This design comes from an exercise in tuning for small area, a short achievable clock period and few clock cycles on the open sky130 flow, not from production work. RTL that was checked went through simulation tests only; none was proved equivalent to the original. Only the layout flow was run in run 1; the RTL was not checked for function there. In every run shown here, the design's own scripts or RTL, not TritonCTS, make the clock network. The clock input has no modelled driver; a real chip could not lean on it and would need a root buffer or a full tree. No activity file was given, so power comes from the tool's default toggle rates.

`flow/flow/run.sh`:
```
#!/bin/bash
# The standard layout (standard.sh, unchanged synthesis) with two changes:
#  - the port buffers are buf_1 (buf_2 on outputs, see below) instead of
#    the delay cells buffer_ports picks by default;
#  - clock tree: manual_cts.tcl replaces TritonCTS's H-tree with a balanced
#    two-level tree (the port drives 4 clkbuf_8, each driving 2 clkbuf_16
#    that drive one eighth of the registers, split by position), and
#    before it each output port buffer, the gate in front of it and the
#    flip-flops feeding that gate, and flip-flops with a large fanout, are
#    given a larger drive strength.
# The tool output goes to standard.log in this folder.
set -euo pipefail
here=$(pwd)
{
  echo 'export BUFFER_PORTS_ARGS = -buffer_cell sky130_fd_sc_hd__buf_1'
  echo "export PRE_CTS_TCL = $here/flow/manual_cts.tcl"
  echo 'export MAN_CTS_LEAVES = 8'
  echo 'export MAN_CTS_MIDS = 4'
  echo 'export MAN_CTS_LEAF_CELL = sky130_fd_sc_hd__clkbuf_16'
  echo 'export MAN_CTS_MID_CELL = sky130_fd_sc_hd__clkbuf_8'
  echo 'export MAN_SIZE_OUTPUTS = 1'
} >> "$FLOW_CONFIG"
bash standard.sh > standard.log 2>&1
```
`flow/flow/manual_cts.tcl`:
```
# Clock tree: the clock port drives a few clkbuf_16, each driving the clock
# pins of one quarter of the registers (split by x, then by y), placed at
# the quarter's centre. Replaces TritonCTS's H-tree, which puts two levels
# of buffers between the port and the registers in a design this small.
proc man_cts_split {items key} {
  set sorted [lsort -real -index $key $items]
  set n [llength $sorted]
  set h [expr {$n / 2}]
  return [list [lrange $sorted 0 [expr {$h - 1}]] [lrange $sorted $h end]]
}

proc man_cts_build {nleaf nmid leaf_cell mid_cell} {
  set block [ord::get_db_block]
  set clk_net [$block findNet i_clk]
  set leaf_master [[ord::get_db] findMaster $leaf_cell]
  set mid_master [[ord::get_db] findMaster $mid_cell]
  set sinks {}
  foreach it [$clk_net getITerms] {
    set inst [$it getInst]
    set box [$inst getBBox]
    set x [expr {([$box xMin] + [$box xMax]) / 2.0}]
    set y [expr {([$box yMin] + [$box yMax]) / 2.0}]
    lappend sinks [list $it $x $y]
  }
  puts "manual cts: [llength $sinks] clock sinks"
  set groups [list $sinks]
  while {[llength $groups] < $nleaf} {
    set next {}
    foreach g $groups {
      # split along the longer side
      set xs {}; set ys {}
      foreach s $g { lappend xs [lindex $s 1]; lappend ys [lindex $s 2] }
      set dx [expr {[tcl::mathfunc::max {*}$xs] - [tcl::mathfunc::min {*}$xs]}]
      set dy [expr {[tcl::mathfunc::max {*}$ys] - [tcl::mathfunc::min {*}$ys]}]
      set key [expr {$dx >= $dy ? 1 : 2}]
      lappend next {*}[man_cts_split $g $key]
    }
    set groups $next
  }
  # leaves at their group centres; with nmid > 0, groups of leaves share a
  # mid buffer driven by the port, else the port drives the leaves
  set leaves {}
  set i 0
  foreach g $groups {
    set sx 0.0; set sy 0.0
    foreach s $g { set sx [expr {$sx + [lindex $s 1]}]; set sy [expr {$sy + [lindex $s 2]}] }
    set cx [expr {int($sx / [llength $g])}]
    set cy [expr {int($sy / [llength $g])}]
    set inst [odb::dbInst_create $block $leaf_master "clkbuf_man_$i"]
    set net [odb::dbNet_create $block "clknet_man_$i"]
    $net setSigType CLOCK
    [$inst findITerm X] connect $net
    foreach s $g {
      set it [lindex $s 0]
      $it disconnect
      $it connect $net
    }
    $inst setLocation $cx $cy
    $inst setPlacementStatus PLACED
    lappend leaves [list $inst $cx $cy]
    puts "manual cts: clkbuf_man_$i drives [llength $g] sinks at ($cx, $cy)"
    incr i
  }
  if {$nmid == 0} {
    foreach l $leaves { [[lindex $l 0] findITerm A] connect $clk_net }
    return
  }
  set per [expr {[llength $leaves] / $nmid}]
  for {set m 0} {$m < $nmid} {incr m} {
    set part [lrange $leaves [expr {$m * $per}] [expr {($m + 1) * $per - 1}]]
    set sx 0.0; set sy 0.0
    foreach l $part { set sx [expr {$sx + [lindex $l 1]}]; set sy [expr {$sy + [lindex $l 2]}] }
    set cx [expr {int($sx / [llength $part])}]
    set cy [expr {int($sy / [llength $part])}]
    set inst [odb::dbInst_create $block $mid_master "clkbuf_man_mid_$m"]
    set net [odb::dbNet_create $block "clknet_man_mid_$m"]
    $net setSigType CLOCK
    [$inst findITerm A] connect $clk_net
    [$inst findITerm X] connect $net
    foreach l $part { [[lindex $l 0] findITerm A] connect $net }
    $inst setLocation $cx $cy
    $inst setPlacementStatus PLACED
    puts "manual cts: clkbuf_man_mid_$m drives [llength $part] leaves at ($cx, $cy)"
  }
}

rename clock_tree_synthesis orfs_clock_tree_synthesis
proc clock_tree_synthesis {args} {
  if {[info exists ::env(MAN_SIZE_OUTPUTS)] && $::env(MAN_SIZE_OUTPUTS)} { man_size_outputs }
  man_cts_build $::env(MAN_CTS_LEAVES) $::env(MAN_CTS_MIDS) $::env(MAN_CTS_LEAF_CELL) $::env(MAN_CTS_MID_CELL)
}

# Output paths: upsize each output port buffer (to buf_2), the gate in front
# of it and the flip-flops feeding that gate; also flip-flops with a large
# fanout (drive strength only; the cell functions stay).
proc man_upsize {inst from to} {
  set m [$inst getMaster]
  if {[$m getName] eq $from} {
    set nm [[ord::get_db] findMaster $to]
    $inst swapMaster $nm
    return 1
  }
  return 0
}

proc man_driver_inst {iterm} {
  set net [$iterm getNet]
  if {$net eq "NULL" || $net eq ""} { return "" }
  foreach it [$net getITerms] {
    if {[$it isOutputSignal]} { return [$it getInst] }
  }
  return ""
}

proc man_size_outputs {} {
  set block [ord::get_db_block]
  set n 0
  foreach bt [$block getBTerms] {
    if {[$bt getIoType] ne "OUTPUT"} { continue }
    set net [$bt getNet]
    set buf ""
    foreach it [$net getITerms] { if {[$it isOutputSignal]} { set buf [$it getInst] } }
    if {$buf eq ""} { continue }
    incr n [man_upsize $buf sky130_fd_sc_hd__buf_1 sky130_fd_sc_hd__buf_2]
    set g [man_driver_inst [$buf findITerm A]]
    if {$g eq ""} { continue }
    set gm [[$g getMaster] getName]
    if {[string match *dfxtp_1 $gm]} {
      incr n [man_upsize $g sky130_fd_sc_hd__dfxtp_1 sky130_fd_sc_hd__dfxtp_2]
      continue
    }
    incr n [man_upsize $g sky130_fd_sc_hd__and2_1 sky130_fd_sc_hd__and2_2]
    foreach it [$g getITerms] {
      if {![$it isInputSignal]} { continue }
      set f [man_driver_inst $it]
      if {$f eq ""} { continue }
      incr n [man_upsize $f sky130_fd_sc_hd__dfxtp_1 sky130_fd_sc_hd__dfxtp_2]
    }
  }
  puts "manual sizing: $n cells upsized on output paths"
  # flip-flops driving many loads
  set n 0
  foreach inst [$block getInsts] {
    set m [[$inst getMaster] getName]
    if {![string match *__dfxtp_* $m]} { continue }
    set q [$inst findITerm Q]
    set net [$q getNet]
    if {$net eq "NULL" || $net eq ""} { continue }
    set fo [expr {[llength [$net getITerms]] - 1}]
    if {$fo >= 12} {
      incr n [man_upsize $inst sky130_fd_sc_hd__dfxtp_1 sky130_fd_sc_hd__dfxtp_4]
      incr n [man_upsize $inst sky130_fd_sc_hd__dfxtp_2 sky130_fd_sc_hd__dfxtp_4]
    } elseif {$fo >= 6} {
      incr n [man_upsize $inst sky130_fd_sc_hd__dfxtp_1 sky130_fd_sc_hd__dfxtp_2]
    }
  }
  puts "manual sizing: $n flip-flops with large fanout upsized"
}
```
`flow/standard.sh`:
```
#!/bin/bash
# synth_recipe.tcl (not shown) runs the flow's synth.tcl, then flattens the netlist and writes it again
# the make line also repeats each setting of config.mk as NAME=value (left out here)
make -C /OpenROAD-flow-scripts/flow DESIGN_CONFIG=/design/flow/config.mk WORK_HOME=/design/flow/orfs CLKGATE_MAP_FILE= SYNTH_SCRIPT=/design/flow/synth_recipe.tcl "${@:-finish}"
```
`flow/config.mk`:
```
export PLATFORM = sky130hd
export DESIGN_NAME = conv_input_feeder
export DESIGN_NICKNAME = conv_input_feeder
export VERILOG_FILES = /design/flow/design.v
export SDC_FILE = /design/flow/constraint.sdc
export NUM_CORES = 4
export LEC_CHECK = 0
export CAP_MARGIN = 20
export CORE_MARGIN = 2
export CORE_UTILIZATION = 60
export SLEW_MARGIN = 20
export BUFFER_PORTS_ARGS = -buffer_cell sky130_fd_sc_hd__buf_1
export PRE_CTS_TCL = /design/flow/flow/manual_cts.tcl
export MAN_CTS_LEAVES = 8
export MAN_CTS_MIDS = 4
export MAN_CTS_LEAF_CELL = sky130_fd_sc_hd__clkbuf_16
export MAN_CTS_MID_CELL = sky130_fd_sc_hd__clkbuf_8
export MAN_SIZE_OUTPUTS = 1
```
`flow/design.v`:
```
package conv_feed_pkg;
    localparam int PIX_W        = 8;
    localparam int PIX_PER_WORD = 8;
    localparam int SRAM_W       = PIX_W * PIX_PER_WORD;
    localparam int WIN_ROWS     = 3;
    localparam int TAPS         = WIN_ROWS * WIN_ROWS;
    localparam int DIM_W        = 8;
    localparam int COL_W        = $clog2(PIX_PER_WORD);
    localparam logic [1:0] SLOT_ABOVE = 2'd0;
    localparam logic [1:0] SLOT_BELOW = 2'd2;
    typedef logic signed [PIX_W-1:0] pixel_t;
    typedef logic [SRAM_W-1:0] sram_word_t;
    typedef struct packed {
        logic [DIM_W-1:0] height;
        logic [DIM_W-1:0] width;
        logic [DIM_W-1:0] channel;
    } geom_t;
    typedef struct packed {
        logic       valid;
        logic [1:0] slot;
        logic       pad;
        logic       col_end;
        logic       run_end;
    } load_t;
    typedef logic [TAPS*PIX_W-1:0] window_t;
    typedef struct packed {
        logic [TAPS-1:0] valid;
        window_t         taps;
        logic            last;
    } feed_t;
    function automatic logic [PIX_W-1:0] pix_at(input logic [SRAM_W-1:0] w, input logic [COL_W-1:0] p);
        pix_at = w[p*PIX_W +: PIX_W];
    endfunction
endpackage
`timescale 1ns/100ps
module delay_line #(
    parameter int W     = 1,
    parameter int DEPTH = 1
) (
    input  logic i_clk,
    input  logic i_rst,
    input  logic [W-1:0] i_d,
    output logic [W-1:0] o_q
);
    if (DEPTH == 0) begin : g_pass
        assign o_q = i_d;
    end else begin : g_chain
        logic [W-1:0] stage [DEPTH];
        always_ff @(posedge i_clk) begin
            if (i_rst) begin
                for (int i = 0; i < DEPTH; i++) begin
                    stage[i] <= '0;
                end
            end else begin
                stage[0] <= i_d;
                for (int i = 1; i < DEPTH; i++) begin
                    stage[i] <= stage[i-1];
                end
            end
        end
        assign o_q = stage[DEPTH-1];
    end
endmodule
`timescale 1ns/100ps
module tap_skew (
    input  logic                      i_clk,
    input  logic                      i_rst,
    input  conv_feed_pkg::window_t    i_win,
    input  logic                      i_win_valid,
    input  logic                      i_win_last,
    output conv_feed_pkg::feed_t      o_feed
);
    localparam int TAPS = conv_feed_pkg::TAPS;
    conv_feed_pkg::window_t taps_d;
    logic [TAPS-1:0]        valid_d;
    logic                   last_d;
    for (genvar k = 0; k < TAPS; k++) begin : g_tap
        delay_line #(
            .W     (conv_feed_pkg::PIX_W),
            .DEPTH (k)
        ) u_pix (
            .i_clk (i_clk),
            .i_rst (i_rst),
            .i_d   (i_win[k*conv_feed_pkg::PIX_W +: conv_feed_pkg::PIX_W]),
            .o_q   (taps_d[k*conv_feed_pkg::PIX_W +: conv_feed_pkg::PIX_W])
        );
        delay_line #(
            .W     (1),
            .DEPTH (k)
        ) u_stb (
            .i_clk (i_clk),
            .i_rst (i_rst),
            .i_d   (i_win_valid),
            .o_q   (valid_d[k])
        );
    end
    delay_line #(
        .W     (1),
        .DEPTH (TAPS - 1)
    ) u_last (
        .i_clk (i_clk),
        .i_rst (i_rst),
        .i_d   (i_win_last),
        .o_q   (last_d)
    );
    assign o_feed = {valid_d, taps_d, last_d};
endmodule
`timescale 1ns/100ps
module window_builder (
    input  logic                          i_clk,
    input  logic                          i_rst,
    input  conv_feed_pkg::load_t          i_tag,
    input  conv_feed_pkg::sram_word_t     i_rd_data,
    output conv_feed_pkg::window_t        o_win,
    output logic                          o_win_valid,
    output logic                          o_win_last
);
    localparam int ROWS  = conv_feed_pkg::WIN_ROWS;
    localparam int COL_W = conv_feed_pkg::COL_W;
    localparam logic [COL_W-1:0] X_LAST = COL_W'(conv_feed_pkg::PIX_PER_WORD - 1);
    conv_feed_pkg::sram_word_t cur  [ROWS];
    conv_feed_pkg::sram_word_t nxt  [ROWS];
    conv_feed_pkg::pixel_t     left [ROWS];
    conv_feed_pkg::window_t    win_next;
    logic             running;
    logic             start_pend;
    logic [COL_W-1:0] x;
    logic             nxt_col_end;
    logic             nxt_run_end;
    logic             cur_col_end;
    logic             cur_run_end;
    logic             shift;
    assign shift = start_pend || (running && x == X_LAST);
    always_comb begin
        win_next = '0;
        for (int i = 0; i < ROWS; i++) begin
            if (x == '0) begin
                win_next[(ROWS*i)*conv_feed_pkg::PIX_W +: conv_feed_pkg::PIX_W] = left[i];
            end else begin
                win_next[(ROWS*i)*conv_feed_pkg::PIX_W +: conv_feed_pkg::PIX_W] = conv_feed_pkg::pix_at(cur[i], x - 1'b1);
            end
            win_next[(ROWS*i+1)*conv_feed_pkg::PIX_W +: conv_feed_pkg::PIX_W] = conv_feed_pkg::pix_at(cur[i], x);
            if (x != X_LAST) begin
                win_next[(ROWS*i+2)*conv_feed_pkg::PIX_W +: conv_feed_pkg::PIX_W] = conv_feed_pkg::pix_at(cur[i], x + 1'b1);
            end else if (!cur_col_end) begin
                win_next[(ROWS*i+2)*conv_feed_pkg::PIX_W +: conv_feed_pkg::PIX_W] = conv_feed_pkg::pix_at(nxt[i], '0);
            end
        end
    end
    always_ff @(posedge i_clk) begin
        if (i_rst) begin
            running     <= 1'b0;
            start_pend  <= 1'b0;
            x           <= '0;
            nxt_col_end <= 1'b0;
            nxt_run_end <= 1'b0;
            cur_col_end <= 1'b0;
            cur_run_end <= 1'b0;
            o_win_valid <= 1'b0;
            o_win_last  <= 1'b0;
        end else begin
            start_pend  <= i_tag.valid && i_tag.slot == conv_feed_pkg::SLOT_BELOW && !running;
            o_win_valid <= running;
            o_win_last  <= running && x == X_LAST && cur_run_end;
            if (i_tag.valid) begin
                nxt_col_end <= i_tag.col_end;
                nxt_run_end <= i_tag.run_end;
            end
            if (start_pend) begin
                running     <= 1'b1;
                x           <= '0;
                cur_col_end <= nxt_col_end;
                cur_run_end <= nxt_run_end;
            end else if (running) begin
                x <= x + 1'b1;
                if (x == X_LAST) begin
                    cur_col_end <= nxt_col_end;
                    cur_run_end <= nxt_run_end;
                    if (cur_col_end) begin
                        running <= 1'b0;
                    end
                end
            end
        end
    end
    always_ff @(posedge i_clk) begin
        if (i_tag.valid) begin
            nxt[i_tag.slot] <= i_tag.pad ? '0 : i_rd_data;
        end
        if (shift) begin
            for (int i = 0; i < ROWS; i++) begin
                cur[i] <= nxt[i];
                if (start_pend || cur_col_end) begin
                    left[i] <= '0;
                end else begin
                    left[i] <= conv_feed_pkg::pix_at(cur[i], X_LAST);
                end
            end
        end
        o_win <= win_next;
    end
endmodule
`timescale 1ns/100ps
module addr_sequencer #(
    parameter int ADDR_W = 16
) (
    input  logic                         i_clk,
    input  logic                         i_rst,
    input  logic                         i_start,
    input  conv_feed_pkg::geom_t         i_geom,
    input  logic                         i_done,
    output logic                         o_rd_en,
    output logic [ADDR_W-1:0]            o_rd_addr,
    output conv_feed_pkg::load_t         o_tag,
    output logic                         o_busy
);
    localparam int CYC_W = conv_feed_pkg::COL_W;
    localparam int DIM_W = conv_feed_pkg::DIM_W;
    localparam logic [CYC_W-1:0] CYC_LAST = CYC_W'(conv_feed_pkg::PIX_PER_WORD - 1);
    localparam logic [CYC_W-1:0] PRE_LAST = CYC_W'(conv_feed_pkg::WIN_ROWS - 1);
    conv_feed_pkg::geom_t geom;
    logic                 busy;
    logic                 active;
    logic                 prefetch;
    logic [CYC_W-1:0]     cyc;
    logic [DIM_W-1:0]     row;
    logic [DIM_W-1:0]     col;
    logic [ADDR_W-1:0]    row_addr;
    logic [3*DIM_W-1:0]   chan_base;
    logic [DIM_W-1:0]     fetch_col;
    logic [1:0]           slot;
    logic [ADDR_W-1:0]    slot_addr;
    logic                 last_col;
    logic                 last_row;
    logic                 fetch;
    logic                 pad;
    logic                 accept;
    assign chan_base = i_geom.channel * i_geom.height * i_geom.width;
    assign accept   = i_start && !o_busy;
    assign last_col = (col == geom.width - 1'b1);
    assign last_row = (row == geom.height - 1'b1);
    assign slot     = cyc[1:0];
    assign fetch_col = prefetch ? '0 : col + 1'b1;
    assign fetch     = active && (prefetch || (cyc <= PRE_LAST && !last_col));
    assign pad = (slot == conv_feed_pkg::SLOT_ABOVE && row == '0) ||
                 (slot == conv_feed_pkg::SLOT_BELOW && last_row);
    always_comb begin
        case (slot)
            conv_feed_pkg::SLOT_ABOVE: slot_addr = row_addr - ADDR_W'(geom.width);
            conv_feed_pkg::SLOT_BELOW: slot_addr = row_addr + ADDR_W'(geom.width);
            default:                   slot_addr = row_addr;
        endcase
    end
    assign o_rd_addr = slot_addr + ADDR_W'(fetch_col);
    assign o_rd_en   = fetch && !pad;
    assign o_busy    = busy && !i_done;
    always_ff @(posedge i_clk) begin
        if (i_rst) begin
            busy     <= 1'b0;
            active   <= 1'b0;
            prefetch <= 1'b0;
            cyc      <= '0;
            row      <= '0;
            col      <= '0;
            o_tag    <= '0;
        end else begin
            o_tag.valid   <= fetch;
            o_tag.slot    <= slot;
            o_tag.pad     <= pad;
            o_tag.col_end <= (fetch_col == geom.width - 1'b1);
            o_tag.run_end <= (fetch_col == geom.width - 1'b1) && last_row;
            if (accept) begin
                busy     <= 1'b1;
                active   <= 1'b1;
                prefetch <= 1'b1;
                cyc      <= '0;
                row      <= '0;
                col      <= '0;
            end else begin
                if (i_done) begin
                    busy <= 1'b0;
                end
                if (active) begin
                    if (prefetch) begin
                        if (cyc == PRE_LAST) begin
                            prefetch <= 1'b0;
                            cyc      <= '0;
                        end else begin
                            cyc <= cyc + 1'b1;
                        end
                    end else if (cyc == CYC_LAST) begin
                        cyc <= '0;
                        if (!last_col) begin
                            col <= col + 1'b1;
                        end else if (last_row) begin
                            active <= 1'b0;
                        end else begin
                            row      <= row + 1'b1;
                            col      <= '0;
                            prefetch <= 1'b1;
                        end
                    end else begin
                        cyc <= cyc + 1'b1;
                    end
                end
            end
        end
    end
    always_ff @(posedge i_clk) begin
        if (accept) begin
            geom     <= i_geom;
            row_addr <= ADDR_W'(chan_base);
        end else if (active && !prefetch && cyc == CYC_LAST && last_col) begin
            row_addr <= row_addr + ADDR_W'(geom.width);
        end
    end
endmodule
`timescale 1ns/100ps
module conv_input_feeder (
    input  logic                          i_clk,
    input  logic                          i_rst,
    input  logic                          i_start,
    input  logic [23:0]                   i_geom,
    output logic                          o_rd_en,
    output logic [15:0]                   o_rd_addr,
    input  logic [63:0]                   i_rd_data,
    output logic [81:0]                   o_feed,
    output logic                          o_busy,
    output logic                          o_done
);
    logic        busy;
    logic        idle;        
    logic        done;
    logic        mode_a;      
    logic        mode_b;      
    logic        b_first;     
    logic [2:0]  p8;
    logic [7:0]  g_h;         
    logic [7:0]  g_c;         
    logic [7:0]  acc;         
    logic [15:0] raddr;       
    logic        op_clr;      
    logic        op_prod;
    logic        op_run;
    logic        op_neg;
    logic        op_cin;
    logic        gen;         
    logic [7:0]  cw;          
    logic        row0;        
    logic        z2;          
    logic [3:1]  ed;          
    logic [7:6]  ed_hi;
    logic [8:1]  vd;          
    logic [8:0]  en;          
    logic        last;
    logic [31:0] s0, s2;      
    logic [15:0] s1;
    logic        accept;
    logic        e0;
    logic        z2_nx;
    logic        busy_nx;
    logic        a_last;      
    logic        b_last;      
    logic        gen_go;      
    logic        mode_a_nx;
    logic        mode_b_nx;
    logic [2:0]  p8_nx;
    logic [7:0]  cw_dec;
    logic [7:0]  hbits;       
    logic [7:0]  wbits;       
    logic [15:0] mcand;
    logic [15:0] add_a;
    logic [15:0] add_b;
    logic [16:0] raddr_sum;
    logic [15:0] quarter;
    assign accept    = i_start && idle;
    assign e0        = gen ? (p8 == 3'd7 && cw == 8'd0) : 1'b1;
    assign z2_nx     = (p8 == 3'd6) ? (g_h == 8'd1) : z2;
    assign busy_nx   = accept || (busy && !last);
    assign cw_dec    = cw - 8'd1;
    assign hbits     = s2[31:24];
    assign wbits     = s2[23:16];
    assign mcand     = {acc, g_c};
    assign a_last    = mode_a && hbits[7:1] == 7'd0;
    assign b_last    = mode_b && wbits[7:1] == 7'd0;
    assign mode_a_nx = accept || (mode_a && !a_last);
    assign mode_b_nx = a_last || (mode_b && !b_last);
    assign gen_go    = !gen &&
                       ((mode_a && ((hbits[7:1] == 7'd1 && wbits[7:1] == 7'd0) ||
                                    (hbits[7:1] == 7'd0 && wbits[7:1] <= 7'd1))) ||
                        (mode_b && wbits[7:3] == 5'd0 && wbits[2]));
    assign p8_nx     = gen_go ? 3'd0 : p8 + 3'd1;
    always_ff @(posedge i_clk) begin
        if (i_rst) begin
            busy    <= 1'b0;
            idle    <= 1'b1;
            done    <= 1'b0;
            mode_a  <= 1'b0;
            mode_b  <= 1'b0;
            gen     <= 1'b0;
            vd      <= '0;
            last    <= 1'b0;
        end else begin
            busy    <= busy_nx;
            idle    <= !busy_nx;
            done    <= last;
            last    <= vd[7] && !vd[6];
            vd      <= {vd[7:1], gen};
            mode_a  <= mode_a_nx;
            mode_b  <= mode_b_nx;
            if (gen_go) begin
                gen <= 1'b1;
            end else if (gen && p8 == 3'd7 && cw == 8'd0 && g_h == 8'd1) begin
                gen <= 1'b0;
            end
        end
    end
    always_ff @(posedge i_clk) begin
        p8      <= p8_nx;
        b_first <= a_last;
        if (idle) begin
            g_h <= i_geom[23:16];
        end else if (gen && p8 == 3'd7 && cw == 8'd0) begin
            g_h <= g_h - 8'd1;
        end
        if (idle) begin
            acc <= 8'd0;
            g_c <= i_geom[7:0];
        end else if (b_last) begin
            g_c <= cw;
        end else if (mode_b && b_first) begin
            {acc, g_c} <= {raddr[14:0], 1'b0};
        end else if (mode_a || mode_b) begin
            {acc, g_c} <= {mcand[14:0], 1'b0};
        end
        if (idle) begin
            cw <= i_geom[15:8];
        end else if (gen_go) begin
            cw <= cw_dec;
        end else if (gen && p8 == 3'd7) begin
            cw <= (cw == 8'd0) ? g_c : cw_dec;
        end
        op_clr  <= accept || (a_last && !wbits[0]);
        op_prod <= (accept && i_geom[16]) || (mode_a && !a_last && hbits[1]) ||
                   (mode_b && !b_last && wbits[1]);
        op_run  <= !mode_a_nx && !mode_b_nx && !(gen && !vd[1]);
        op_neg  <= p8_nx[0] ^ p8_nx[1];
        op_cin  <= !mode_a_nx && !mode_b_nx && !(gen && !vd[1]) &&
                   (p8_nx == 3'd0 || p8_nx == 3'd1 || p8_nx == 3'd3 ||
                    p8_nx == 3'd4 || p8_nx == 3'd6);
        raddr <= raddr_sum[16:1];
    end
    assign add_a = raddr & {16{!op_clr}};
    assign add_b = ({16{op_prod}} & mcand)
                 | ({16{op_run}} & ({{8{op_neg}}, g_c ^ {8{op_neg}}}));
    assign raddr_sum = {add_a, 1'b1} + {add_b, op_cin};
    assign o_rd_addr = raddr;
    assign o_rd_en   = busy;       
    always_ff @(posedge i_clk) begin
        if (gen_go) begin
            row0 <= 1'b1;
        end else if (gen && p8 == 3'd7 && cw == 8'd0) begin
            row0 <= 1'b0;
        end
        ed    <= {ed[2:1], e0};
        ed_hi <= {ed_hi[6], !en[5]};
        if (p8 == 3'd6) z2 <= (g_h == 8'd1);
        en[0] <= !(e0    || row0);
        en[1] <= !row0;
        en[2] <= !(ed[1] || row0);
        en[3] <= !ed[3];
        en[4] <= 1'b1;
        en[5] <= en[3];
        en[6] <= !(ed_hi[6] || z2_nx);
        en[7] <= !z2_nx;
        en[8] <= !(ed_hi[7] || z2_nx);
    end
    always_comb begin
        case (p8[2:1])
            2'd0:    quarter = i_rd_data[63:48];
            2'd1:    quarter = i_rd_data[15:0];
            2'd2:    quarter = i_rd_data[31:16];
            default: quarter = i_rd_data[47:32];
        endcase
    end
    always_ff @(posedge i_clk) begin
        s1[15:8] <= quarter[15:8];
        s1[7:0]  <= p8[0] ? quarter[7:0] : s1[15:8];
        s0[31:24] <= p8[2] ? i_rd_data[63:56] : i_rd_data[31:24];
        if (p8[1:0] == 2'd0) s0[23:0] <= p8[2] ? i_rd_data[55:32] : i_rd_data[23:0];
        else                 s0[23:0] <= s0[31:8];
        if (idle)        s2[31:24] <= i_geom[23:16];
        else if (mode_a) s2[31:24] <= {1'b0, hbits[7:1]};
        else             s2[31:24] <= p8[2] ? i_rd_data[31:24] : i_rd_data[63:56];
        if (idle)                  s2[23:16] <= i_geom[15:8];
        else if (mode_a)           s2[23:16] <= wbits;
        else if (mode_b)           s2[23:16] <= {1'b0, wbits[7:1]};
        else if (p8[1:0] == 2'd2)  s2[23:16] <= p8[2] ? i_rd_data[23:16] : i_rd_data[55:48];
        else                       s2[23:16] <= s2[31:24];
        if (p8[1:0] == 2'd2) s2[15:0] <= p8[2] ? i_rd_data[15:0] : i_rd_data[47:32];
        else                 s2[15:0] <= s2[23:8];
    end
    logic [71:0] taps;
    always_comb begin
        for (int j = 0; j < 3; j++) begin
            taps[(0+j)*8 +: 8] = s0[7:0] & {8{en[0+j]}};
            taps[(3+j)*8 +: 8] = s1[7:0] & {8{en[3+j]}};
            taps[(6+j)*8 +: 8] = s2[7:0] & {8{en[6+j]}};
        end
    end
    assign o_feed = {vd, gen, taps, last};
    assign o_busy = busy;
    assign o_done = done;
endmodule
```
`flow/constraint.sdc`:
```
create_clock -name core_clock -period 10.0 [get_ports {i_clk}]
set_input_delay 2.0000 -clock core_clock [delete_from_list [all_inputs] [get_ports {i_clk}]]
set_output_delay 2.0000 -clock core_clock [all_outputs]
set_load 0.01 [all_outputs]
```
==> impl_metrics.yaml, run 1 <==
routing:
  drt-pass1-iter-count: 5
  wl_per_cell_um: 18.06
  wl_um: 22580
  post-route-drc-count: 0
  avgViaCountPerCell: 5.751
  drtIter0Drc: 500
  num_vias: 7189
  drtAntennaViolNets: 0
critical_path:
  rrSetupSlack_ns: 7.18
  r2r-end: "raddr[13]"
  path_max_fanout: 8
  critical_path_class: "flop to output port"
  reg2regPathDepth: 8
  worstPathRequired_ns: 8.00
  crit_end: "o_feed[55]"
  crit_arrival_ns: 0.98
  reg2reg_from: "g_c[0]"
  cp-end-kind: "output port"
  cp-start-kind: "flop"
  startpoint: "en[6]"
pwr:
  p_per_area_nw_per_um2: 248.1
  p_leak_nw: 4.265
  power_mw: 2.445
  vdd_ir_drop_max_mv: 0.1572
run_status:
  status: "finished clean"
sta:
  post-route-period-util_pct: 29.81
  fmax_ghz: 0.3355
  finalHoldViolCount: 0
  timing.final.max_slew_violations: 0
  setup_viol: 0
  finalCriticalPeriod_ns: 2.981
  worstMarginPinSlew_ns: 0.7034
  rsz0062_at_grt: "no"
  setup_tns_ns: 0
  worst_slack_ns: 7.019
  skew_ns: 0.01366
  max_slew_margin_pct: 53.10
grt:
  antenna_found_initial: 0
  use_met3_pct: 3.114
  grt_busiest_layer: "met2"
  gr-total-overflow: 0
  grt_pass1_vias: 6123
  met1_usage_pct: 38.20
  grt_max_degree: 68
  grtUsageMet2_pct: 48.11
  grt_use_total_pct: 27.79
  grt_pass1_wl_um: 32860
synth:
  synth_area_um2: 8581
  yosysUniqueCellTypes: 69
  async_flop_share_pct: 0
  synth.ff_latch_count: 167
  syn_area_per_cell_um2: 9.327
  synth_edf_count: 32
  ys_warn_count: 1
  synth_seq_area_share_pct: 42.69
  synth_ff_type: "dfxtp_1"
  synthesis.nets: 1036
  synthCells: 920
finish:
  drive_gt1_share_pct: 26.73
  fin_nets: 1188
  final_common_cell: "buf_2"
  most-common-layout-cells: "buf_2, buf_1, nor2_1"
  syn2layout_area_growth_pct: 14.84
  diodes: 0
floorplan:
  num_rows: 43
  die_h_um: 123.6
  ios: 192
  dieArea_um2: 15270
  die_x_um: 123.6
  initial_utilization_pct: 61.58
  core_um2: 13930
placed_design:
  pre_cts_slack_ns: 7.003
  gp_congestion: 0.9132
  hpwl_um: 17120
  portBuffers: 191
clock_tree:
  cts_setup_buffers: 0
  ctsHoldBuffers: 0
  cts_resized: 0
  clk_latency_ns: 0.29
  clkTransAtPathRegs_ns: 0.08
run:
  cap_violations: 0
hold_path:
  min_path_type: "flop to flop"
power by group:
group	switching (mW)	leakage (nW)	total (mW)	internal, mW
Combinational	0.500	2.67	0.961	0.462
Clock	0.197	0.127	0.377	0.180
Sequential	0.185	1.47	1.11	0.921
Total	0.882	4.26	2.45	1.56
registers in the layout, summed over array words and instances, names as in the netlist, 2 cells and up:
| register | cells |
|---|---|
| g_c | 8 |
| g_h | 8 |
| s1 | 16 |
| p8 | 3 |
| s0 | 32 |
| vd | 8 |
| raddr | 16 |
| s2 | 32 |
| en | 8 |
| cw | 8 |
| acc | 8 |
| ed | 3 |
| ed_hi | 2 |
how the worst min path moves through the flow:
stage,from,endpoint,slack (ns),cells past startpoint
6_report,ed[2],ed[3],0.33,0
5_1_grt,ed[2],ed[3],0.34,0
4_1_cts,ed[2],ed[3],0.31,0
3_5_place_dp,ed[2],ed[3],0.31,0
3_3_place_gp,ed[2],ed[3],0.31,0
2_1_floorplan,ed[2],ed[3],0.31,0
stage by stage:
| step | cells | util, % | hold WS, ns | area (um^2) |
|---|---|---|---|---|
| floorplan | 920 | - | 0.3096 | 8581 |
| global placement | 1238 | 66.72 | 0.3134 | 9298 |
| detailed placement | 1238 | 66.72 | 0.3136 | 9298 |
| CTS | 1250 | 70.72 | 0.3136 | 9854 |
| global route | 1250 | 70.72 | 0.3449 | 9854 |
| finish | 1250 | 70.72 | 0.3336 | 9854 |
critical path, stage by stage, from the launching register on:
cell	delay, ns
dfxtp_2	0.36
and2_2	0.20
buf_2	0.14
area by class of cell:
cell class | instances | area (um^2)
fill | 1130 | 4080
buffer | 12 | 255.2
sequential | 167 | 3764
inverter | 23 | 86.33
tap | 180 | 225.2
multi-input combinational | 671 | 4636
timing repair buffer | 197 | 888.4
layer usage:
layer  up-vias  wire (um)
met2       260      10720
met3        29       1400
li1       3554          -
met5         -          0
met1      3346      10030
met4         0        432
cell families (layout without fill, tap and decap cells):
logic type / count (synthesis) / in the layout / synth area share (%)
AO/OA/AOI/OAI: 199 / 199 / 14.99
XOR/XNOR: 33 / 33 / 3.368
adder cells (fa/ha/maj): 25 / 25 / 3.733
buffers and inverters: 82 / 232 / 4.214
flip-flops: 167 / 167 / 42.69
multiplexers: 88 / 88 / 11.93
AND/OR/NAND/NOR: 326 / 326 / 19.07
cells in the mapped netlist (all sizes together) (3+ instances only):
master / instances / area (um^2)
xnor2: 17 / 148.9
ha: 24 / 300.3
nor2: 88 / 346.6
o211ai: 4 / 30.03
xor2: 16 / 140.1
buf: 19 / 125.1
o21bai: 3 / 22.52
a21oi: 70 / 350.3
a21o: 5 / 37.54
mux4: 9 / 202.7
clkbuf: 40 / 150.1
nor4: 3 / 25.02
o31ai: 10 / 75.07
a311oi: 9 / 78.83
a211oi: 18 / 135.1
mux2i: 55 / 550.5
a22o: 7 / 61.31
nor3: 7 / 35.03
nand2b: 7 / 43.79
nor2b: 27 / 168.9
dfxtp: 135 / 2703
and2: 67 / 419.2
nand2: 78 / 292.8
o21a: 3 / 23.77
or3: 4 / 25.02
mux2: 24 / 270.3
nand3: 34 / 170.2
inv: 23 / 86.33
o21ai: 46 / 230.2
edfxtp: 32 / 960.9
a31oi: 5 / 31.28
==> run 2, diff against run 1 <==
--- a/flow/design.v
+++ b/flow/design.v
@@ -338,5 +338,4 @@
     logic [7:0]  g_h;         
     logic [7:0]  g_c;         
-    logic [7:0]  acc;         
     logic [15:0] raddr;       
     logic        op_clr;      
@@ -353,5 +352,5 @@
     logic [8:1]  vd;          
     logic [8:0]  en;          
-    logic        last;
+    logic        last;        
     logic [31:0] s0, s2;      
     logic [15:0] s1;
@@ -369,5 +368,5 @@
     logic [7:0]  hbits;       
     logic [7:0]  wbits;       
-    logic [15:0] mcand;
+    logic [15:0] mcand;       
     logic [15:0] add_a;
     logic [15:0] add_b;
@@ -375,4 +374,5 @@
     logic [15:0] quarter;
     assign accept    = i_start && idle;
+    assign last      = vd[8] && !vd[7];
     assign e0        = gen ? (p8 == 3'd7 && cw == 8'd0) : 1'b1;
     assign z2_nx     = (p8 == 3'd6) ? (g_h == 8'd1) : z2;
@@ -381,5 +381,5 @@
     assign hbits     = s2[31:24];
     assign wbits     = s2[23:16];
-    assign mcand     = {acc, g_c};
+    assign mcand     = s0[31:16];
     assign a_last    = mode_a && hbits[7:1] == 7'd0;
     assign b_last    = mode_b && wbits[7:1] == 7'd0;
@@ -400,10 +400,8 @@
             gen     <= 1'b0;
             vd      <= '0;
-            last    <= 1'b0;
         end else begin
             busy    <= busy_nx;
             idle    <= !busy_nx;
             done    <= last;
-            last    <= vd[7] && !vd[6];
             vd      <= {vd[7:1], gen};
             mode_a  <= mode_a_nx;
@@ -424,14 +422,5 @@
             g_h <= g_h - 8'd1;
         end
-        if (idle) begin
-            acc <= 8'd0;
-            g_c <= i_geom[7:0];
-        end else if (b_last) begin
-            g_c <= cw;
-        end else if (mode_b && b_first) begin
-            {acc, g_c} <= {raddr[14:0], 1'b0};
-        end else if (mode_a || mode_b) begin
-            {acc, g_c} <= {mcand[14:0], 1'b0};
-        end
+        if (b_last) g_c <= cw;
         if (idle) begin
             cw <= i_geom[15:8];
@@ -487,7 +476,14 @@
         s1[15:8] <= quarter[15:8];
         s1[7:0]  <= p8[0] ? quarter[7:0] : s1[15:8];
-        s0[31:24] <= p8[2] ? i_rd_data[63:56] : i_rd_data[31:24];
-        if (p8[1:0] == 2'd0) s0[23:0] <= p8[2] ? i_rd_data[55:32] : i_rd_data[23:0];
-        else                 s0[23:0] <= s0[31:8];
+        if (idle)                  s0[31:16] <= {8'd0, i_geom[7:0]};
+        else if (mode_b && b_first) s0[31:16] <= {raddr[14:0], 1'b0};
+        else if (mode_a || mode_b) s0[31:16] <= {mcand[14:0], 1'b0};
+        else begin
+            s0[31:24] <= p8[2] ? i_rd_data[63:56] : i_rd_data[31:24];
+            if (p8[1:0] == 2'd0) s0[23:16] <= p8[2] ? i_rd_data[55:48] : i_rd_data[23:16];
+            else                 s0[23:16] <= s0[31:24];
+        end
+        if (p8[1:0] == 2'd0) s0[15:0] <= p8[2] ? i_rd_data[47:32] : i_rd_data[15:0];
+        else                 s0[15:0] <= s0[23:8];
         if (idle)        s2[31:24] <= i_geom[23:16];
         else if (mode_a) s2[31:24] <= {1'b0, hbits[7:1]};
--- a/flow/config.mk
+++ b/flow/config.mk
@@ -8,5 +8,5 @@
 export CAP_MARGIN = 20
 export CORE_MARGIN = 2
-export CORE_UTILIZATION = 60
+export CORE_UTILIZATION = 40
 export SLEW_MARGIN = 20
 export BUFFER_PORTS_ARGS = -buffer_cell sky130_fd_sc_hd__buf_1
==> run 2 against run 1 <==
- hold slack got worse by 0.0020 ns
- register-to-register slack got worse by 0.06 ns
- die area grew 41%
- clock skew shrank 0.0025 ns
- critical path depth did not move
- worst setup slack got worse by 0.041 ns
- synthesized area fell by 5.0%
- global-route usage decreased by 6.1 points
- first-iteration DRC count grew 25%
- cell area is 3.1% lower
- largest cell class unchanged
==> impl_metrics.yaml, run 2 <==
run_status:
  status: "finished clean"
synth:
  synth_most_common_cell: "dfxtp_1"
  synthTopCellsByCount: "dfxtp_1, nor2_1, nand2_1"
  synth_ff_type: "dfxtp_1"
  synth.ff_latch_count: 158
  synth_edf_count: 32
  synth_seq_area_share_pct: 42.74
  ys_warn_count: 1
  async_flop_share_pct: 0
  synth_top_area_share_pct: 30.95
  syn_area_per_cell_um2: 9.283
  yosys.area.top_type: "dfxtp_1"
  synth_area_leaders: "dfxtp_1, edfxtp_1, mux2i_1"
  yosysUniqueCellTypes: 55
  synthCells: 878
  synthesis.nets: 994
  synth_area_um2: 8150
critical_path:
  cp-start-kind: "flop"
  critical_path_class: "flop to output port"
  worstPathRequired_ns: 8.00
  crit_arrival_ns: 1.02
  r2r-end: "raddr[13]"
  reg2reg_from: "op_neg"
  cp-end-kind: "output port"
  path_max_fanout: 9
  reg2regPathDepth: 9
  rrSetupSlack_ns: 7.12
clock_tree:
  clk_latency_ns: 0.29
  clkTransAtPathRegs_ns: 0.08
  cts_resized: 0
  cts_setup_buffers: 0
  ctsHoldBuffers: 0
floorplan:
  initial_utilization_pct: 40.54
  die_x_um: 146.7
  core_um2: 20100
  die_h_um: 146.7
  dieArea_um2: 21530
  ios: 192
  num_rows: 52
pwr:
  p_per_area_nw_per_um2: 244.6
  vdd_ir_drop_max_mv: 0.1293
  p_leak_nw: 4.193
placed_design:
  place_area_um2: 8987
  portBuffers: 191
  hpwl_um: 19180
  gp_congestion: 0.8763
  pre_cts_slack_ns: 6.914
finish:
  regArea_um2: 3586
  fin_nets: 1147
  drive_gt1_share_pct: 28.57
  largest_registers: "s0: 32 flops, s2: 32 flops"
  nFillCells: 1935
  most-common-layout-cells: "buf_2, buf_1, nor2_1"
  diodes: 0
  syn2layout_area_growth_pct: 17.13
  final_common_cell: "buf_2"
  fin_area_um2: 9547
  multi_input_area_um2: 4404
sta:
  post-route-period-util_pct: 30.21
  worstMarginPinSlew_ns: 0.9381
  finalCriticalPeriod_ns: 3.021
  finalHoldViolCount: 0
  fmax_ghz: 0.3310
  setup_tns_ns: 0
  timing.final.max_slew_violations: 0
  rsz0062_at_grt: "no"
  setup_viol: 0
  worst_slack_ns: 6.979
  skew_ns: 0.01115
  max_slew_margin_pct: 37.46
hold_path:
  hold-path-cell-count: 0
  min_path_type: "flop to flop"
  hp-start: "ed[2]"
  whs_endpoint: "ed[3]"
routing:
  drt-pass1-iter-count: 5
  wl_per_cell_um: 18.81
  wl_um: 24440
  drtAntennaViolNets: 0
  num_vias: 6899
  avgViaCountPerCell: 5.311
  drtIter0Drc: 624
  post-route-drc-count: 0
run:
  cap_violations: 0
grt:
  antenna_found_initial: 1
  gr-total-overflow: 0
  grt_pass1_vias: 6483
  grt_use_total_pct: 21.71
  grt_max_degree: 64
  grt_pass1_wl_um: 36870
==> run 2: worst max path at each step <==
stage                       start         end  slack, ns  cells after the start
detailed placement  i_rd_data[49]      s0[17]       6.91                      7
finish                      en[5]  o_feed[43]       6.98                      2
floorplan                  op_neg   raddr[13]       7.15                     10
global route                en[5]  o_feed[43]       6.94                      2
CTS                 i_rd_data[49]      s0[17]       6.92                      7
global placement    i_rd_data[49]      s0[17]       6.87                      7
==> run 2: report_power, final <==
group,internal [mW],switching (mW)
Clock,0.180,0.194
Combinational,0.450,0.505
Sequential,0.857,0.149
==> run 2: kinds of logic after synthesis <==
kind of cell	Yosys count	share of synthesized area, %
and+or+nand+nor	301	18.19
AOI/OAI and AO/OA	185	13.59
DFF	158	42.74
muxes	97	13.80
buffers and inverters	79	4.206
xor gates and xnor gates	33	3.546
adders and majority gates	25	3.930
==> run 2: layout make-up <==
class / count / share of cell area [%]
multi-input combinational: 641 / 46.13
sequential: 158 / 37.56
timing repair buffer: 196 / 9.227
tap: 270 / 3.539
buffer: 12 / 2.674
inverter: 22 / 0.8650
==> run 2: per-layer routing <==
metal  GRT usage, %  routed length, um
met4          5.777                679
met2          35.61              10980
met1          30.38              11170
met5              0                 12
met3          2.764               1594
==> run 2: worst max-delay path, cell delays in order, from the launching register on <==
cell and delay (ns):
dfxtp_2 0.42, and2_2 0.19, buf_2 0.13
==> run 2: through the flow <==
stage / instances / util (%) / hold slack [ns] / power, mW
6_report: 1299 / 47.49 / 0.3317 / 2.335
5_1_grt: 1299 / 47.49 / 0.3527 / 2.486
4_1_cts: 1299 / 47.49 / 0.3157 / 2.276
3_5_place_dp: 1287 / 44.70 / 0.3150 / 1.922
3_3_place_gp: 1287 / 44.70 / 0.3132 / 1.912
2_1_floorplan: 878 / - / 0.3096 / 1.649
Testbench counts of run 2, summed over its fixed seeds: cycles 58,026.
==> run 3, diff against run 2 <==
--- a/flow/config.mk
+++ b/flow/config.mk
@@ -8,5 +8,5 @@
 export CAP_MARGIN = 20
 export CORE_MARGIN = 2
-export CORE_UTILIZATION = 40
+export CORE_UTILIZATION = 60
 export SLEW_MARGIN = 20
 export BUFFER_PORTS_ARGS = -buffer_cell sky130_fd_sc_hd__buf_1
==> run 3 against run 2 <==
- still clean on timing, DRC and antenna
- wire length fell by 6.2%
- clock skew rose by 0.0095 ns
- cell count fell by 7.2%
- register-to-register slack improved by 0.04 ns
- die area fell by 33%
- critical path depth did not move
- utilization rose by 24 points
- worst setup slack improved by 0.030 ns
- largest power group unchanged
- highest routed layer is now met4
==> impl_metrics.yaml, run 3 <==
finish:
  fin_nets: 1147
  most-common-layout-cells: "buf_2, buf_1, nor2_1"
  multi_input_area_um2: 4404
  syn2layout_area_growth_pct: 15.66
  largest_registers: "s0: 32 flops, s2: 32 flops"
  diodes: 0
  final_common_cell: "buf_2"
  fin_area_um2: 9427
  layout.cells.non_filler: 1205
  nFillCells: 1095
  regArea_um2: 3583
  drive_gt1_share_pct: 28.57
critical_path:
  worstPathRequired_ns: 8.00
  crit_arrival_ns: 0.99
  cp_cell_sequence: "and2_2 -> buf_2"
  path_max_fanout: 9
  reg2reg_from: "g_c[0]"
  cp-start-kind: "flop"
  cpPeakStageDelay_ns: 0.37
  cp.depth: 2
  crit_buf_inv: 1
  startpoint: "en[3]"
  reg2regPathDepth: 9
  slowest_stage: "dfxtp_2"
  cp-end-kind: "output port"
  cp_top_family: "flip-flops"
  critical_path_class: "flop to output port"
routing:
  wl_per_cell_um: 19.02
  avgViaCountPerCell: 5.787
  wl_um: 22920
  drt-pass1-iter-count: 5
  drtIter0Drc: 641
  drtAntennaViolNets: 0
  post-route-drc-count: 0
  num_vias: 6973
sta:
  worstMarginPinSlew_ns: 0.7927
  timing.final.max_slew_violations: 0
  max_slew_margin_pct: 46.96
  setup_tns_ns: 0
  post-route-period-util_pct: 29.91
  finalCriticalPeriod_ns: 2.991
  rsz0062_at_grt: "no"
  fmax_ghz: 0.3343
  finalHoldViolCount: 0
  setup_viol: 0
  skew_ns: 0.02067
synth:
  synth_area_um2: 8150
  synth_seq_area_share_pct: 42.74
  async_flop_share_pct: 0
  synth_ff_type: "dfxtp_1"
  synth_area_leaders: "dfxtp_1, edfxtp_1, mux2i_1"
  synthTopCellsByCount: "dfxtp_1, nor2_1, nand2_1"
  synth_most_common_cell: "dfxtp_1"
  synth_top_area_share_pct: 30.95
  synth_edf_count: 32
  synthesis.nets: 994
  yosysUniqueCellTypes: 55
  synth.ff_latch_count: 158
  yosys.area.top_type: "dfxtp_1"
  ys_warn_count: 1
  syn_area_per_cell_um2: 9.283
  synthCells: 878
grt:
  grt_use_total_pct: 30.94
  gr-total-overflow: 0
  grtUsageMet2_pct: 50.35
  grt_pass1_vias: 6494
  met1_usage_pct: 44.21
  grt_max_degree: 73
  grt_busiest_layer: "met2"
  use_met3_pct: 3.302
  grt_pass1_wl_um: 35430
  antenna_found_initial: 0
floorplan:
  dieArea_um2: 14530
  initial_utilization_pct: 61.55
  die_x_um: 120.6
  core_um2: 13240
  die_h_um: 120.6
  num_rows: 42
  ios: 192
placed_design:
  place_area_um2: 8870
  dpl.cell_count: 1193
  hpwl_um: 17500
  gp_congestion: 0.9268
  portBuffers: 191
clock_tree:
  clk_latency_ns: 0.30
  clkTransAtPathRegs_ns: 0.08
  cts_setup_buffers: 0
  ctsHoldBuffers: 0
  cts_resized: 0
pwr:
  vdd_ir_drop_max_mv: 0.1833
  p_leak_nw: 4.192
  p_per_area_nw_per_um2: 246.7
run_status:
  status: "finished clean"
run:
  cap_violations: 0
hold_path:
  min_path_type: "flop to flop"
  hp-start: "ed[2]"
  hold-path-cell-count: 0
-- run 3: changes by cell type in the layout (fill, tap and decap cells not counted) --
cell	previous run	this run
dfxtp_4	7	6
dfxtp_2	61	62
-- run 3: metrics by stage --
step | setup slack (ns) | hold slack (ns) | power [mW] | util, %
2_1_floorplan | 7.145 | 0.3096 | 1.649 | -
3_3_place_gp | 6.875 | 0.3135 | 1.893 | 66.98
3_5_place_dp | 6.882 | 0.3164 | 1.904 | 66.98
4_1_cts | 6.871 | 0.3164 | 2.257 | 71.18
5_1_grt | 6.975 | 0.3414 | 2.470 | 71.18
6_report | 7.009 | 0.3340 | 2.326 | 71.18
-- run 3: final timing paths --
path / endpoint / slack [ns]
setup / recovery: o_feed[25] / 7.01
hold / removal: ed[3] / 0.33
setup reg to reg: raddr[13] / 7.16
hold reg to reg: ed[3] / 0.33
-- run 3: power breakdown --
part           internal (mW)  total (mW)  leakage (nW)  switching [mW]
combinational          0.447       0.939          2.68           0.492
sequential             0.857        1.01          1.38           0.156
clock                  0.180       0.373         0.127           0.193
-- run 3: metal layers --
| metal | up-vias | wire (um) |
|---|---|---|
| met4 | 0 | 658 |
| li1 | 3348 | - |
| met2 | 298 | 10460 |
| met1 | 3289 | 10170 |
| met5 | - | 0 |
| met3 | 38 | 1624 |
-- run 3: cells by family (layout without fill, tap and decap cells) --
logic type	after synthesis	in the layout	synth area share (%)
adders and majority gates	25	25	3.930
muxes	97	97	13.80
DFF	158	158	42.74
AOI/OAI and AO/OA	185	185	13.59
and+or+nand+nor	301	301	18.19
buffers and inverters	79	230	4.206
xor gates and xnor gates	33	33	3.546
-- run 3: final cells by class --
| class | instances | area share, % |
|---|---|---|
| inverters | 22 | 0.8760 |
| repair buffers | 196 | 9.344 |
| plain buffers | 12 | 2.708 |
| multi-input cells | 641 | 46.72 |
| flip-flops and latches | 158 | 38.01 |
| well taps | 176 | 2.336 |
-- run 3: worst reg2reg max path: cells and delay by family, from the launching register on --
family,cells,cell delay [ns]
flip-flops,1,0.44
XOR/XNOR,1,0.17
adder cells (fa/ha/maj),1,0.42
AO/OA/AOI/OAI,5,1.41
multiplexers,1,0.12
AND/OR/NAND/NOR,1,0.17
==> run 4, diff against run 3 <==
--- a/flow/design.v
+++ b/flow/design.v
@@ -372,5 +372,8 @@
     logic [15:0] add_b;
     logic [16:0] raddr_sum;
+    logic [31:0] half;
     logic [15:0] quarter;
+    logic        half_hi;     
+    logic        q_hi;
     assign accept    = i_start && idle;
     assign last      = vd[8] && !vd[7];
@@ -380,5 +383,5 @@
     assign cw_dec    = cw - 8'd1;
     assign hbits     = s2[31:24];
-    assign wbits     = s2[23:16];
+    assign wbits     = g_c;
     assign mcand     = s0[31:16];
     assign a_last    = mode_a && hbits[7:1] == 7'd0;
@@ -422,5 +425,11 @@
             g_h <= g_h - 8'd1;
         end
-        if (b_last) g_c <= cw;
+        if (idle) begin
+            g_c <= i_geom[15:8];
+        end else if (b_last) begin
+            g_c <= cw;
+        end else if (mode_b) begin
+            g_c <= {1'b0, g_c[7:1]};
+        end
         if (idle) begin
             cw <= i_geom[15:8];
@@ -465,13 +474,9 @@
         en[8] <= !(ed_hi[7] || z2_nx);
     end
-    always_comb begin
-        case (p8[2:1])
-            2'd0:    quarter = i_rd_data[63:48];
-            2'd1:    quarter = i_rd_data[15:0];
-            2'd2:    quarter = i_rd_data[31:16];
-            default: quarter = i_rd_data[47:32];
-        endcase
-    end
+    assign half    = half_hi ? i_rd_data[63:32] : i_rd_data[31:0];
+    assign quarter = q_hi ? half[31:16] : half[15:0];
     always_ff @(posedge i_clk) begin
+        half_hi <= p8_nx == 3'd1 || p8_nx == 3'd2 || p8_nx == 3'd4 || p8_nx == 3'd7;
+        q_hi    <= !p8_nx[1];
         s1[15:8] <= quarter[15:8];
         s1[7:0]  <= p8[0] ? quarter[7:0] : s1[15:8];
@@ -480,20 +485,15 @@
         else if (mode_a || mode_b) s0[31:16] <= {mcand[14:0], 1'b0};
         else begin
-            s0[31:24] <= p8[2] ? i_rd_data[63:56] : i_rd_data[31:24];
-            if (p8[1:0] == 2'd0) s0[23:16] <= p8[2] ? i_rd_data[55:48] : i_rd_data[23:16];
+            s0[31:24] <= half[31:24];
+            if (p8[1:0] == 2'd0) s0[23:16] <= half[23:16];
             else                 s0[23:16] <= s0[31:24];
         end
-        if (p8[1:0] == 2'd0) s0[15:0] <= p8[2] ? i_rd_data[47:32] : i_rd_data[15:0];
+        if (p8[1:0] == 2'd0) s0[15:0] <= half[15:0];
         else                 s0[15:0] <= s0[23:8];
         if (idle)        s2[31:24] <= i_geom[23:16];
         else if (mode_a) s2[31:24] <= {1'b0, hbits[7:1]};
-        else             s2[31:24] <= p8[2] ? i_rd_data[31:24] : i_rd_data[63:56];
-        if (idle)                  s2[23:16] <= i_geom[15:8];
-        else if (mode_a)           s2[23:16] <= wbits;
-        else if (mode_b)           s2[23:16] <= {1'b0, wbits[7:1]};
-        else if (p8[1:0] == 2'd2)  s2[23:16] <= p8[2] ? i_rd_data[23:16] : i_rd_data[55:48];
-        else                       s2[23:16] <= s2[31:24];
-        if (p8[1:0] == 2'd2) s2[15:0] <= p8[2] ? i_rd_data[15:0] : i_rd_data[47:32];
-        else                 s2[15:0] <= s2[23:8];
+        else             s2[31:24] <= half[31:24];
+        if (p8[1:0] == 2'd2) s2[23:0] <= half[23:0];
+        else                 s2[23:0] <= s2[31:8];
     end
     logic [71:0] taps;
==> run 4 against run 3 <==
- sequential share of layout area rose by 1.4 points
- register-to-register slack barely moved
- critical path depth rose by 1
- clock power fell by 1%
- hold slack got worse by 0.0051 ns
- sequential power barely moved
- worst setup slack got worse by 0.038 ns
- synthesized area fell by 5.5%
- global-route usage fell by 0.78 points
- critical path type unchanged
==> impl_metrics.yaml, run 4 <==
finish:
  drive_gt1_share_pct: 28.30
  final_common_cell: "buf_2"
  most-common-layout-cells: "buf_2, buf_1, nand2_1"
  diodes: 0
  regArea_um2: 3538
  nFillCells: 1011
  layout.cells.non_filler: 1158
  multi_input_area_um2: 4004
  syn2layout_area_growth_pct: 16.40
  largest_registers: "s0: 32 flops, s2: 32 flops"
  fin_nets: 1107
critical_path:
  critical_path_class: "flop to output port"
  cp-end-kind: "output port"
  worstPathRequired_ns: 8.00
  cp.depth: 3
  cpPeakStageDelay_ns: 0.33
  cp_cell_sequence: "nand2b_1 -> inv_1 -> buf_2"
  crit_arrival_ns: 1.03
  path_max_fanout: 3
  reg2regPathDepth: 9
  cp-start-kind: "flop"
  cp_top_family: "flip-flops"
  slowest_stage: "dfxtp_2"
  crit_buf_inv: 2
synth:
  syn_area_per_cell_um2: 9.261
  synth_area_um2: 7705
  yosysUniqueCellTypes: 55
  synthesis.nets: 951
  synth_ff_type: "dfxtp_1"
  synth.ff_latch_count: 160
  synthCells: 832
  synthTopCellsByCount: "dfxtp_1, nand2_1, a21oi_1"
  synth_top_area_share_pct: 35.34
  yosys.area.top_type: "dfxtp_1"
  ys_warn_count: 1
  async_flop_share_pct: 0
  synth_area_leaders: "dfxtp_1, edfxtp_1, and2_1"
  synth_most_common_cell: "dfxtp_1"
  synth_seq_area_share_pct: 44.69
  synth_edf_count: 24
sta:
  post-route-period-util_pct: 30.29
  finalCriticalPeriod_ns: 3.029
  setup_tns_ns: 0
  setup_viol: 0
  rsz0062_at_grt: "no"
  worstMarginPinSlew_ns: 1.059
  timing.final.max_slew_violations: 0
  finalHoldViolCount: 0
  max_slew_margin_pct: 29.12
  skew_ns: 0.01273
  fmax_ghz: 0.3301
grt:
  grt_pass1_wl_um: 33910
  grt_pass1_vias: 6392
  met1_usage_pct: 41.03
  gr-total-overflow: 0
  grt_busiest_layer: "met2"
  grt_max_degree: 78
  grtUsageMet2_pct: 52.78
  use_met3_pct: 3.551
  grt_use_total_pct: 30.16
  antenna_found_initial: 0
pwr:
  p_leak_nw: 4.045
  vdd_ir_drop_max_mv: 0.1469
  p_per_area_nw_per_um2: 257.3
placed_design:
  portBuffers: 191
  dpl.cell_count: 1146
  hpwl_um: 16600
  gp_congestion: 0.9194
clock_tree:
  ctsHoldBuffers: 0
  clk_latency_ns: 0.29
  cts_setup_buffers: 0
  clkTransAtPathRegs_ns: 0.08
  cts_resized: 0
routing:
  drtAntennaViolNets: 0
  wl_per_cell_um: 18.83
  avgViaCountPerCell: 5.810
  post-route-drc-count: 0
  num_vias: 6728
  drtIter0Drc: 710
  wl_um: 21800
  drt-pass1-iter-count: 5
floorplan:
  die_x_um: 117.3
  core_um2: 12570
  num_rows: 41
  die_h_um: 117.3
  initial_utilization_pct: 61.30
  ios: 192
  dieArea_um2: 13760
run:
  cap_violations: 0
hold_path:
  hold-path-cell-count: 0
  min_path_type: "flop to flop"
run_status:
  status: "finished clean"
run 4: cell types whose count changed in the layout (fill, tap and decap cells not counted), sizes merged, moves of 9 or more:
cell	previous run	this run
dfxtp	126	136
a211oi	15	2
nor3	16	7
nand2	74	88
mux2i	64	39
a21oi	73	82
nor2	89	71
run 4: layer usage:
layer | part of all wire [%] | vias to the layer above
met3 | 7.8 | 31
met4 | 1.4 | 0
met2 | 48 | 308
met5 | 0 | -
li1 | - | 3181
met1 | 43 | 3208
run 4: power by group:
| group | switching (mW) | internal (mW) |
|---|---|---|
| Combinational | 0.516 | 0.401 |
| Sequential | 0.164 | 0.858 |
| Clock | 0.188 | 0.180 |
run 4: worst paths after layout:
kind,slack [ns],to,from
hold reg to reg,0.33,ed[3],ed[2]
setup / recovery,6.97,o_feed[0],vd[7]
setup reg to reg,7.17,raddr[14],g_c[1]
hold / removal,0.33,ed[3],ed[2]
run 4: worst reg2reg max path, delay by kind of cell, from the launching register on:
| family | cells | cell delay, ns |
|---|---|---|
| adder cells (fa/ha/maj) | 1 | 0.33 |
| flip-flops | 1 | 0.53 |
| XOR/XNOR | 2 | 0.37 |
| AO/OA/AOI/OAI | 6 | 1.49 |
run 4: cell families (layout without fill, tap and decap cells):
family,Yosys count,after routing,share of synthesized area [%]
buffers and inverters,75,229,4.384
muxes,62,62,9.597
xor gates and xnor gates,32,32,3.638
DFF,160,160,44.69
AOI/OAI and AO/OA,191,191,14.79
adders and majority gates,28,28,4.644
and+or+nand+nor,284,284,18.25
run 4: cell type report:
cell class / instances / area share [%]
sequential: 160 / 39.45
buffer: 12 / 2.846
multi-input combinational: 597 / 44.64
inverter: 22 / 0.9208
tap: 172 / 2.400
timing repair buffer: 195 / 9.738
run 4: stage by stage:
stage               area (um^2)  total power [mW]  util (%)  setup WS (ns)  hold WS (ns)
floorplan                  7705             1.616         -          7.190        0.3096
global placement           8414             1.861     66.95          6.983        0.3136
detailed placement         8414             1.883     66.95          6.979        0.3147
CTS                        8969             2.236     71.36          6.985        0.3147
global route               8969             2.434     71.36          6.928        0.3321
finish                     8969             2.307     71.36          6.971        0.3288
Testbench counts of run 4, summed over its fixed seeds: cycles 58,026.
==> run 5, diff against run 4 <==
==> flow/flow/run.sh (replaced) <==
#!/bin/bash
# The standard layout (standard.sh, unchanged synthesis) with two changes:
#  - the port buffers are buf_1 (buf_2 on outputs behind a gate, see
#    below) instead of the delay cells buffer_ports picks by default;
#  - clock tree: manual_cts.tcl replaces TritonCTS's H-tree with a balanced
#    two-level tree (the port drives 4 clkbuf_8, each driving 2 clkbuf_16
#    that drive one eighth of the registers, split by position), and
#    before it the cells on the paths to the output ports (the flip-flop,
#    or the port buffer, the gate before it and the flip-flops feeding
#    that gate) and flip-flops with a large fanout get a larger drive
#    strength.
# The tool output goes to standard.log in this folder.
set -euo pipefail
here=$(pwd)
{
  echo 'export BUFFER_PORTS_ARGS = -buffer_cell sky130_fd_sc_hd__buf_1'
  echo "export PRE_CTS_TCL = $here/flow/manual_cts.tcl"
  echo 'export MAN_CTS_LEAVES = 8'
  echo 'export MAN_CTS_MIDS = 4'
  echo 'export MAN_CTS_LEAF_CELL = sky130_fd_sc_hd__clkbuf_16'
  echo 'export MAN_CTS_MID_CELL = sky130_fd_sc_hd__clkbuf_8'
  echo 'export MAN_SIZE_OUTPUTS = 1'
  echo 'export MAN_OUT_BUF = sky130_fd_sc_hd__buf_2'
} >> "$FLOW_CONFIG"
bash standard.sh > standard.log 2>&1
--- a/flow/flow/manual_cts.tcl
+++ b/flow/flow/manual_cts.tcl
@@ -91,7 +91,8 @@
 }
 
-# Output paths: upsize each output port buffer (to buf_2), the gate in front
-# of it and the flip-flops feeding that gate; also flip-flops with a large
-# fanout (drive strength only; the cell functions stay).
+# Output paths: upsize the flip-flop driving an output port buffer directly;
+# where a gate drives it, upsize the port buffer (to MAN_OUT_BUF), the gate
+# and the flip-flops feeding the gate; also flip-flops with a large fanout
+# (drive strength only; the cell functions stay).
 proc man_upsize {inst from to} {
   set m [$inst getMaster]
@@ -122,5 +123,4 @@
     foreach it [$net getITerms] { if {[$it isOutputSignal]} { set buf [$it getInst] } }
     if {$buf eq ""} { continue }
-    incr n [man_upsize $buf sky130_fd_sc_hd__buf_1 sky130_fd_sc_hd__buf_2]
     set g [man_driver_inst [$buf findITerm A]]
     if {$g eq ""} { continue }
@@ -129,4 +129,7 @@
       incr n [man_upsize $g sky130_fd_sc_hd__dfxtp_1 sky130_fd_sc_hd__dfxtp_2]
       continue
+    }
+    if {$::env(MAN_OUT_BUF) ne ""} {
+      incr n [man_upsize $buf sky130_fd_sc_hd__buf_1 $::env(MAN_OUT_BUF)]
     }
     incr n [man_upsize $g sky130_fd_sc_hd__and2_1 sky130_fd_sc_hd__and2_2]
--- a/flow/config.mk
+++ b/flow/config.mk
@@ -17,2 +17,3 @@
 export MAN_CTS_MID_CELL = sky130_fd_sc_hd__clkbuf_8
 export MAN_SIZE_OUTPUTS = 1
+export MAN_OUT_BUF = sky130_fd_sc_hd__buf_2
==> run 5 against run 4 <==
- wire length is 0.18% higher
- sequential power hardly changed
- via count is 0.22% lower
- critical path type unchanged
- cell count stayed put
- synthesized cell count stayed put
- clock skew is 0.00063 ns lower
- first-iteration DRC count is 16% lower
- highest routed layer unchanged
- still clean
- power is 0.22% lower
- cell area is 0.38% lower
- synthesized area stayed put
- combinational power is 0.8% lower
==> impl_metrics.yaml, run 5 <==
floorplan:
  num_rows: 41
  dieArea_um2: 13760
  die_x_um: 117.3
  ios: 192
  die_h_um: 117.3
  core_um2: 12570
  initial_utilization_pct: 61.30
finish:
  fin_nets: 1107
  syn2layout_area_growth_pct: 15.96
  multi_input_area_um2: 4004
  nFillCells: 1022
  diodes: 0
  largest_registers: "s0: 32 flops, s2: 32 flops"
  most-common-layout-cells: "buf_1, nand2_1, a21oi_1"
  final_common_cell: "buf_1"
  drive_gt1_share_pct: 25.56
  layout.cells.non_filler: 1158
  regArea_um2: 3538
placed_design:
  gp_congestion: 0.9194
  pre_cts_slack_ns: 6.979
  hpwl_um: 16600
  dpl.cell_count: 1146
  portBuffers: 191
grt:
  grt_pass1_vias: 6373
  antenna_found_initial: 0
  gr-total-overflow: 0
  grt_pass1_wl_um: 33870
  grt_use_total_pct: 30.12
  grt_max_degree: 78
hold_path:
  hp-start: "ed[2]"
  min_path_type: "flop to flop"
sta:
  worst_slack_ns: 6.977
  setup_viol: 0
  rsz0062_at_grt: "no"
  worstMarginPinSlew_ns: 1.065
  finalCriticalPeriod_ns: 3.023
  setup_tns_ns: 0
  finalHoldViolCount: 0
  max_slew_margin_pct: 28.74
  skew_ns: 0.01210
  post-route-period-util_pct: 30.23
  timing.final.max_slew_violations: 0
  fmax_ghz: 0.3308
critical_path:
  crit_arrival_ns: 1.02
  rrSetupSlack_ns: 7.17
  cp_cell_sequence: "nand2b_1 -> inv_1 -> buf_2"
  startpoint: "vd[7]"
  reg2reg_from: "g_c[1]"
  crit_buf_inv: 2
  cp-end-kind: "output port"
  cp-start-kind: "flop"
  cpPeakStageDelay_ns: 0.33
  path_max_fanout: 3
  cp_top_family: "flip-flops"
  critical_path_class: "flop to output port"
  worstPathRequired_ns: 8.00
  slowest_stage: "dfxtp_2"
pwr:
  vdd_ir_drop_max_mv: 0.1472
  p_leak_nw: 3.950
  p_per_area_nw_per_um2: 257.7
routing:
  avgViaCountPerCell: 5.797
  wl_um: 21840
  drtIter0Drc: 598
  drt-pass1-iter-count: 6
  num_vias: 6713
  drtAntennaViolNets: 0
  wl_per_cell_um: 18.86
  post-route-drc-count: 0
synth:
  synth_top_area_share_pct: 35.34
  yosys.area.top_type: "dfxtp_1"
  synthCells: 832
  synth_area_um2: 7705
  synthTopCellsByCount: "dfxtp_1, nand2_1, a21oi_1"
  synth_most_common_cell: "dfxtp_1"
  async_flop_share_pct: 0
  yosysUniqueCellTypes: 55
  synth_ff_type: "dfxtp_1"
  ys_warn_count: 1
  synth_area_leaders: "dfxtp_1, edfxtp_1, and2_1"
  synth_seq_area_share_pct: 44.69
  synth.ff_latch_count: 160
  synth_edf_count: 24
  synthesis.nets: 951
  syn_area_per_cell_um2: 9.261
run:
  cap_violations: 0
clock_tree:
  clk_latency_ns: 0.29
  clkTransAtPathRegs_ns: 0.08
  cts_setup_buffers: 0
  cts_resized: 0
  ctsHoldBuffers: 0
run_status:
  status: "finished clean"
-- run 5: cell counts after synthesis --
Identical to the previous run, type by type.
-- run 5: area by class of cell --
| cell class | count | area share [%] |
|---|---|---|
| well taps | 172 | 2.409 |
| plain buffers | 12 | 2.857 |
| inverters | 22 | 0.9242 |
| multi-input cells | 597 | 44.81 |
| flip-flops and latches | 160 | 39.60 |
| repair buffers | 195 | 9.396 |
-- run 5: power breakdown --
group	switching [mW]	total, mW	leakage [nW]	internal, mW
Combinational	0.518	0.910	2.43	0.392
Sequential	0.165	1.02	1.40	0.858
Clock	0.189	0.368	0.127	0.180
-- run 5: cells by family (layout without fill, tap and decap cells) --
| family | count (synthesis) | after routing | share of synthesized area, % |
|---|---|---|---|
| and+or+nand+nor | 284 | 284 | 18.25 |
| AOI/OAI and AO/OA | 191 | 191 | 14.79 |
| DFF | 160 | 160 | 44.69 |
| buffers and inverters | 75 | 229 | 4.384 |
| muxes | 62 | 62 | 9.597 |
| xor gates and xnor gates | 32 | 32 | 3.638 |
| adders and majority gates | 28 | 28 | 4.644 |
-- run 5: metal layers --
layer  wire (um)  GRT usage, %
met1        9285         40.93
met2       10520         52.74
met3        1738         3.551
met4         295         4.819
met5           0             0
-- run 5: through the flow --
stage | hold slack, ns | instance area [um^2] | total power, mW | utilization, %
2_1_floorplan | 0.3096 | 7705 | 1.616 | -
5_1_grt | 0.3321 | 8935 | 2.426 | 71.09
4_1_cts | 0.3147 | 8935 | 2.228 | 71.09
3_5_place_dp | 0.3147 | 8414 | 1.883 | 66.95
3_3_place_gp | 0.3136 | 8414 | 1.861 | 66.95
6_report | 0.3271 | 8935 | 2.302 | 71.09
-- run 5: path summary, 6_finish.rpt --
check         endpoint  cells after the start
max          o_feed[0]                      3
min reg2reg      ed[3]                      0
max reg2reg  raddr[14]                      9
min              ed[3]                      0

Check on run 5: ideal ports give 6.977 ns setup slack; a clkbuf_16 on the clock port and buf_2 on the inputs give 6.904 ns; moving port delays by the midpoint clock arrival (0.354 ns) as well gives 6.938 ns.
